Context: an optimization exercise on an open-source flow, tuned for small area and a short achievable clock period. The choices shown serve that exercise and are no tape-out recipe. In this exercise RTL edits were held to simulation tests only and were not proved equivalent to the original. The flow treats the clock pin as an ideal source, which a real chip does not have. Power and IR drop assume default switching activity.

the previous run:
## chu_vga_card_flip_core
module chu_vga_card_flip_core (
    input  logic        clk,
    input  logic        reset_n,
    input  logic [10:0] x,
    input  logic [10:0] y,
    input  logic        cs,
    input  logic        write,
    input  logic [13:0] addr,
    input  logic [31:0] wr_data,
    output logic [31:0] rd_data,
    output logic [13:0] glyph_addr,
    input  logic        glyph_pix,
    input  logic [11:0] si_rgb,
    output logic [11:0] so_rgb
);
Size: roughly 4,000 cells after synthesis, about 1,900 flip-flops, ~140 I/O pins, roughly 0.076 mm^2 of cells after synthesis.
Settings: LEC_CHECK=0, CAP_MARGIN=20, CORE_MARGIN=2, CORE_UTILIZATION=40, SLEW_MARGIN=20; clock period 10.0 ns.
run.sh (not shown) runs the stock make flow with config.mk's settings and CLKGATE_MAP_FILE= SYNTH_SCRIPT=/design/flow/synth_recipe.tcl, a recipe that flattens the netlist after the stock synthesis.
--- input diff the previous run..the current run ---
==> flow/flow/run.sh (new file) <==
#!/bin/bash
set -euo pipefail
cd "$(dirname "$0")/.."
bash standard.sh SETUP_SLACK_MARGIN=6.6 finish > standard_flow.log 2>&1
==> flow/standard.sh (new file) <==
#!/bin/bash
# synth_recipe.tcl (not shown) runs the flow's synth.tcl, then flattens the netlist and writes it again
# the make line also repeats each setting of config.mk as NAME=value (left out here)
make -C /OpenROAD-flow-scripts/flow DESIGN_CONFIG=/design/flow/config.mk WORK_HOME=/design/flow/orfs CLKGATE_MAP_FILE= SYNTH_SCRIPT=/design/flow/synth_recipe.tcl "${@:-finish}"
removed: flow/run.sh
## What came out
The current run completed end to end with timing, DRC and antenna clean. For the current run, the slowest cell on the critical path was sky130_fd_sc_hd__dfrtp_1, unlike the previous run, where it was sky130_fd_sc_hd__dfrtp_4. Delta (the current run minus the previous run): worst setup slack rose 1520 ps; fmax rose about 40%; number of setup buffers added after CTS rose 22. Via count (the current run over the previous run): increase, 898. Number of global-route vias before repair: lower on the previous run. Sequential fraction of total cell area ends up lower on the current run. The current run vs the previous run, instance count: the current run higher. Compared with the previous run, in the current run global-route total usage across every layer has increased, worst slack on hold paths about even, total power increased by about 2.6% relative to the old numbers.

* * *

Setup of v44:
The RTL this note starts from:
==> flow/design.v <==
`timescale 1ns/1ps
`default_nettype none
module chu_vga_card_flip_core (
    input  logic        clk,
    input  logic        reset_n,
    input  logic [10:0] x,
    input  logic [10:0] y,
    input  logic        cs,
    input  logic        write,
    input  logic [13:0] addr,
    input  logic [31:0] wr_data,
    output logic [31:0] rd_data,
    output logic [13:0] glyph_addr,
    input  logic        glyph_pix,
    input  logic [11:0] si_rgb,
    output logic [11:0] so_rgb
);
    logic [5:0]  r_code [256];
    logic        r_hid  [256];
    logic [15:0] r_whi_n;
    logic [15:0] r_wlo_n;
    logic        r_wc;        
    logic [6:0]  r_wd;
    logic        r_busy;      
    logic        r_run;       
    logic        r_clr;       
    logic [7:0]  r_slot;
    logic [4:0]  r_progress;
    logic        r_frame_cnt;
    logic [1:0]  r_mode;
    logic [11:0] r_fg;
    logic        r_prev_origin;
    logic [15:0] r_rlo_n [2];  
    logic [15:0] r_rhi_n;     
    logic        r_match;     
    logic [3:0]  r_yin;
    logic [3:0]  r_xin;
    logic [11:0] r_si1;
    logic [11:0] r_si2;
    logic        w_tile_wr;
    logic        w_reg_wr;
    logic        w_flip_start;
    logic        w_origin;
    logic        w_strobe;
    logic        w_busy;
    logic        w_eng_clear;
    logic [7:0]  w_pix_slot;
    logic        w_reveal;
    logic [5:0]  w_eff_code;
    logic [11:0] w_avg;
    logic [11:0] w_blend;
    assign w_tile_wr    = cs & write & ~addr[13];
    assign w_reg_wr     = cs & write & addr[13];
    assign w_flip_start = w_reg_wr && (addr[2:0] == 3'd2);
    assign w_origin     = (x == 11'd0) && (y == 11'd0);
    assign w_strobe     = w_origin & ~r_prev_origin;
    assign w_busy       = r_run | r_clr;
    assign w_eng_clear  = r_clr && !w_tile_wr;
    assign w_pix_slot   = {y[6:4], x[8:4]};
    assign rd_data      = {r_busy, 23'd0, 3'd0, r_progress};
    logic        w_wv;
    logic [7:0]  w_wa;
    assign w_wv = w_tile_wr | w_eng_clear;
    assign w_wa = w_tile_wr ? addr[7:0] : r_slot;
    always_ff @(posedge clk) begin
        for (int j = 0; j < 16; j++) begin
            r_whi_n[j] <= !(w_wv && w_wa[7:4] == 4'(j));
            r_wlo_n[j] <= (w_wa[3:0] != 4'(j));
        end
        r_wc <= w_tile_wr;
        r_wd <= {w_tile_wr & wr_data[8], wr_data[5:0]};
    end
    logic [15:0] w_wlo_c_n;
    assign w_wlo_c_n = r_wlo_n | {16{~r_wc}};
    always_ff @(posedge clk) begin
        for (int i = 0; i < 256; i++) begin
            if (!(r_whi_n[i/16] | w_wlo_c_n[i%16])) r_code[i] <= r_wd[5:0];
            if (!(r_whi_n[i/16] | r_wlo_n[i%16]))   r_hid[i]  <= r_wd[6];
        end
    end
    always_ff @(posedge clk or negedge reset_n) begin
        if (!reset_n) begin
            r_mode <= 2'b00;
            r_fg   <= 12'hFFF;
        end else if (w_reg_wr) begin
            case (addr[2:0])
                3'd0:    r_mode <= wr_data[1:0];
                3'd1:    r_fg   <= wr_data[11:0];
                default: ;
            endcase
        end
    end
    always_ff @(posedge clk or negedge reset_n) begin
        if (!reset_n) r_prev_origin <= 1'b0;
        else          r_prev_origin <= w_origin;
    end
    logic       w_step;       
    logic [4:0] w_prog_inc;
    assign w_step     = r_run & r_frame_cnt & ~r_prev_origin;
    assign w_prog_inc = r_progress + 5'd1;
    always_ff @(posedge clk or negedge reset_n) begin
        if (!reset_n) begin
            r_busy      <= 1'b0;
            r_run       <= 1'b0;
            r_clr       <= 1'b0;
            r_slot      <= '0;
            r_progress  <= '0;
            r_frame_cnt <= 1'b0;
        end else if (!w_busy) begin
            if (w_flip_start) begin
                r_busy      <= 1'b1;
                r_run       <= 1'b1;
                r_slot      <= wr_data[7:0];
                r_progress  <= '0;
                r_frame_cnt <= 1'b0;
            end
        end else if (r_clr) begin
            if (!w_tile_wr) begin
                r_busy <= 1'b0;
                r_clr  <= 1'b0;
            end
        end else if (w_origin && !r_prev_origin) begin
            r_frame_cnt <= ~r_frame_cnt;
            if (w_step) begin
                r_progress <= w_prog_inc;
                r_run      <= ~w_prog_inc[4];
                r_clr      <= w_prog_inc[4];
            end
        end
    end
    logic [7:0]  w_slot_nx;
    assign w_slot_nx = (!w_busy && w_flip_start) ? wr_data[7:0] : r_slot;
    always_ff @(posedge clk) begin
        for (int c = 0; c < 2; c++)
            for (int j = 0; j < 16; j++)
                r_rlo_n[c][j] <= !(w_pix_slot[3:0] == 4'(j) && w_pix_slot[7] == 1'(c));
        r_match <= (w_pix_slot == w_slot_nx);
    end
    always_ff @(posedge clk or negedge reset_n) begin
        if (!reset_n) begin
            r_rhi_n <= '1;
            r_yin   <= '0;
            r_xin   <= '0;
            r_si1   <= '0;
        end else begin
            for (int j = 0; j < 16; j++) r_rhi_n[j] <= (w_pix_slot[7:4] != 4'(j));
            r_yin   <= y[3:0];
            r_xin   <= x[3:0];
            r_si1   <= si_rgb;
        end
    end
    logic [255:0] w_sel;
    logic [6:0]   w_rd_n;
    always_comb begin
        for (int i = 0; i < 256; i++) w_sel[i] = ~(r_rhi_n[i/16] | r_rlo_n[i/128][i%16]);
    end
    for (genvar b = 0; b < 7; b++) begin : g_rd
        logic [255:0] w_d;
        logic [85:0]  w_t_n;
        for (genvar i = 0; i < 256; i++) begin : g_d
            if (b == 6) begin : g_h
                assign w_d[i] = r_hid[i];
            end else begin : g_c
                assign w_d[i] = r_code[i][b];
            end
        end
        for (genvar g = 0; g < 85; g++) begin : g_t
            card_aoi222 u_t (
                .a1(w_sel[3*g]),   .a2(w_d[3*g]),
                .b1(w_sel[3*g+1]), .b2(w_d[3*g+1]),
                .c1(w_sel[3*g+2]), .c2(w_d[3*g+2]),
                .y (w_t_n[g])
            );
        end
        card_nand2 u_t85 (.a(w_sel[255]), .b(w_d[255]), .y(w_t_n[85]));
        logic [21:0] w_u;
        logic [10:0] w_v_n;
        logic [2:0]  w_w;
        for (genvar g = 0; g < 21; g++) begin : g_u
            card_nand4 u_u (.a(w_t_n[4*g]), .b(w_t_n[4*g+1]), .c(w_t_n[4*g+2]),
                            .d(w_t_n[4*g+3]), .y(w_u[g]));
        end
        card_nand2 u_u21 (.a(w_t_n[84]), .b(w_t_n[85]), .y(w_u[21]));
        for (genvar g = 0; g < 11; g++) begin : g_v
            card_nor2 u_v (.a(w_u[2*g]), .b(w_u[2*g+1]), .y(w_v_n[g]));
        end
        card_nand4 u_w0 (.a(w_v_n[0]), .b(w_v_n[1]), .c(w_v_n[2]), .d(w_v_n[3]), .y(w_w[0]));
        card_nand4 u_w1 (.a(w_v_n[4]), .b(w_v_n[5]), .c(w_v_n[6]), .d(w_v_n[7]), .y(w_w[1]));
        card_nand3 u_w2 (.a(w_v_n[8]), .b(w_v_n[9]), .c(w_v_n[10]), .y(w_w[2]));
        card_nor3  u_x  (.a(w_w[0]), .b(w_w[1]), .c(w_w[2]), .y(w_rd_n[b]));
    end
    assign w_reveal   = w_busy && r_match && ({1'b0, r_yin} < r_progress);
    for (genvar b = 0; b < 6; b++) begin : g_eff
        card_o21ai u_e (.a1(w_rd_n[6]), .a2(w_reveal), .b1(w_rd_n[b]), .y(w_eff_code[b]));
    end
    always_ff @(posedge clk or negedge reset_n) begin
        if (!reset_n) begin
            glyph_addr <= '0;
            r_si2      <= '0;
            so_rgb     <= '0;
        end else begin
            glyph_addr <= {w_eff_code, r_yin, r_xin};
            r_si2      <= r_si1;
            so_rgb     <= w_blend;
        end
    end
    for (genvar i = 0; i < 3; i++) begin : g_ch
        logic [4:0] w_sum;
        assign w_sum = {1'b0, r_fg[i*4 +: 4]} + {1'b0, r_si2[i*4 +: 4]};
        assign w_avg[i*4 +: 4] = w_sum[4:1];
    end
    always_comb begin
        w_blend = r_si2;
        case (r_mode)
            2'b01:   w_blend = r_si2;
            2'b10:   if (glyph_pix) w_blend = w_avg;
            default: if (glyph_pix) w_blend = r_fg;
        endcase
    end
endmodule
module card_aoi222 (
    input  logic a1, a2, b1, b2, c1, c2,
    output logic y
);
    assign y = ~((a1 & a2) | (b1 & b2) | (c1 & c2));
endmodule
module card_o21ai (input logic a1, a2, b1, output logic y);
    assign y = ~((a1 | a2) & b1);
endmodule
module card_nand2 (input logic a, b, output logic y);
    assign y = ~(a & b);
endmodule
module card_nand3 (input logic a, b, c, output logic y);
    assign y = ~(a & b & c);
endmodule
module card_nand4 (input logic a, b, c, d, output logic y);
    assign y = ~(a & b & c & d);
endmodule
module card_nor2 (input logic a, b, output logic y);
    assign y = ~(a | b);
endmodule
module card_nor3 (input logic a, b, c, output logic y);
    assign y = ~(a | b | c);
endmodule
`default_nettype wire
==> flow/config.mk <==
export PLATFORM = sky130hd
export DESIGN_NAME = chu_vga_card_flip_core
export DESIGN_NICKNAME = chu_vga_card_flip_core
export VERILOG_FILES = /design/flow/design.v
export SDC_FILE = /design/flow/constraint.sdc
export NUM_CORES = 4
export LEC_CHECK = 0
export CAP_MARGIN = 20
export CORE_MARGIN = 2
export CORE_UTILIZATION = 68
export CTS_CLUSTER_DIAMETER = 80
export CTS_CLUSTER_SIZE = 30
export PLACE_DENSITY = 0.76
export SLEW_MARGIN = 20
export SYNTH_HIERARCHICAL = 1
==> flow/constraint.sdc <==
create_clock -name core_clock -period 10.0 [get_ports {clk}]
set_input_delay 2.0000 -clock core_clock [delete_from_list [all_inputs] [get_ports {clk}]]
set_output_delay 2.0000 -clock core_clock [all_outputs]
set_load 0.01 [all_outputs]
standard.sh (not shown) runs the stock make flow with config.mk's settings and CLKGATE_MAP_FILE= SYNTH_SCRIPT=/design/flow/synth_recipe.tcl, a recipe that flattens the netlist after the stock synthesis.
==> flow/flow/run.sh <==
#!/bin/bash
set -euo pipefail
cd "$(dirname "$0")/.."
W=$(pwd)
bash standard.sh SETUP_SLACK_MARGIN=6.8 EXTRA_SETUP_MARGIN=7.1 \
  POST_CTS_TCL=$W/flow/post_cts.tcl POST_GLOBAL_ROUTE_TCL=$W/flow/post_grt.tcl \
  finish > standard_flow.log 2>&1
==> flow/flow/post_cts.tcl <==
# Extra timing repair after CTS: same margin idea as SETUP_SLACK_MARGIN, but
# without the cell-footprint restriction, so gates and flip-flops on the
# critical paths can be sized up. Placement is legalised again afterwards.
puts "post-CTS extra repair_timing"
estimate_parasitics -placement
repair_timing -setup -setup_margin $::env(EXTRA_SETUP_MARGIN) -repair_tns 100 -verbose
detailed_placement
check_placement -verbose
report_design_area
==> flow/flow/post_grt.tcl <==
# Extra timing repair after global routing, aimed past the standard margin,
# then the same incremental legalise-and-reroute the standard step uses.
puts "post-GRT extra repair_timing"
estimate_parasitics -global_routing
repair_timing -setup -setup_margin $::env(EXTRA_SETUP_MARGIN) -repair_tns 100 -verbose
global_route -start_incremental
detailed_placement
global_route -end_incremental
estimate_parasitics -global_routing
report_design_area
report_worst_slack -max
v44 ended with every stage complete and zero timing, DRC or antenna violations.
Here is what was changed in the inputs of v35 compared with v44.
Settings: PLACE_DENSITY changed from 0.76 to 0.7; CORE_UTILIZATION changed from 68 to 60.
[summary]
- v35: PASS, flow complete, no timing, DRC or antenna violations
- Via count of the first global-routing pass of v35 exceeds that of v44 slightly.
- Against v44, v35 reports a length of routed met2 wiring that is higher.
- Comparing v35 against v44, there is no change at all in critical path depth.
- Looking at routing usage on met1, v35 sits 5.6 points lower than v44 does.
- | static power due to leakage | v44 vs v35 | ≈ equal |
- Relative to v44, initial antenna violation count has gone up in v35.
- Between v35 and v44, the combinational share of power does not differ in any meaningful way.
The inputs of v49 differ from those of v35 as listed below.
==> flow/flow/run.sh <==
#!/bin/bash
set -euo pipefail
cd "$(dirname "$0")/.."
W=$(pwd)
bash standard.sh SETUP_SLACK_MARGIN=6.6 EXTRA_SETUP_MARGIN=6.9 \
  POST_CTS_TCL=$W/flow/post_cts.tcl POST_GLOBAL_ROUTE_TCL=$W/flow/post_grt.tcl \
  finish > standard_flow.log 2>&1
==> comparison <==
- Diff v35 -> v49 | count of clock-buffer cells in the layout | down slightly
- In the metrics for v35 and v49, the one carrying the higher antenna diode count is v35.
- Looking at final routed wirelength across all metal layers across v35 and v49, the one that comes out lower is v49.
- On setup slack, v35 and v49 are basically level.
- Between v35 and v49, via count of the first global-routing pass is higher for v35, v49 comes in under that.
- When v49 is measured against v35, its global-route usage turns out 0.41 points lower.
Changes in v31 relative to v49:
Settings: a change of CORE_UTILIZATION from 60 to 68; a change of PLACE_DENSITY from 0.7 to 0.76.
- Compared with v49, in v31 inserted tap cell count went down about 9%, initial core utilization now larger.
- Worst clock skew on the final layout in v31 vs v49: up 0.0084 ns
- v31: no failed stages, no open violations at the end

==> separate check: timing with driven ports <==
How much do the figures lean on ideal ports? The routed layouts below were timed once more, with nothing changed but the port constraints. Step 1 sets driving cells, clkbuf_16 on the clock port and buf_2 on the other inputs (assumed; they add their load-dependent delay and slew). Step 2, shift: input delay + t, output delay - t, t = (earliest + latest rising clock arrival at the registers) / 2. This alone moves slack from input paths to output paths. a / b / c = ideal / step 1 / step 2; a / b = the first two.
run | shift t [ns] | setup slack, ns | cell pins on the clock port's net
the previous run | 0.911 | 4.876 / 4.876 / 4.876 | 1
the current run | 0.903 | 6.398 / 6.314 / 5.728 | 1
v44 | 0.788 | 6.631 / 6.548 / 6.033 | 1
v35 | 0.772 | 6.658 / 6.583 / 6.066 | 1
v49 | 0.765 | 6.658 / 6.583 / 6.027 | 1
v31 | 0.781 | 6.662 / 6.586 / 5.905 | 1
After both steps setup and hold are still met in every run listed. For v31, which loses most, drivers alone change the setup slack by -0.076 ns; drivers and shift together by -0.757 ns.
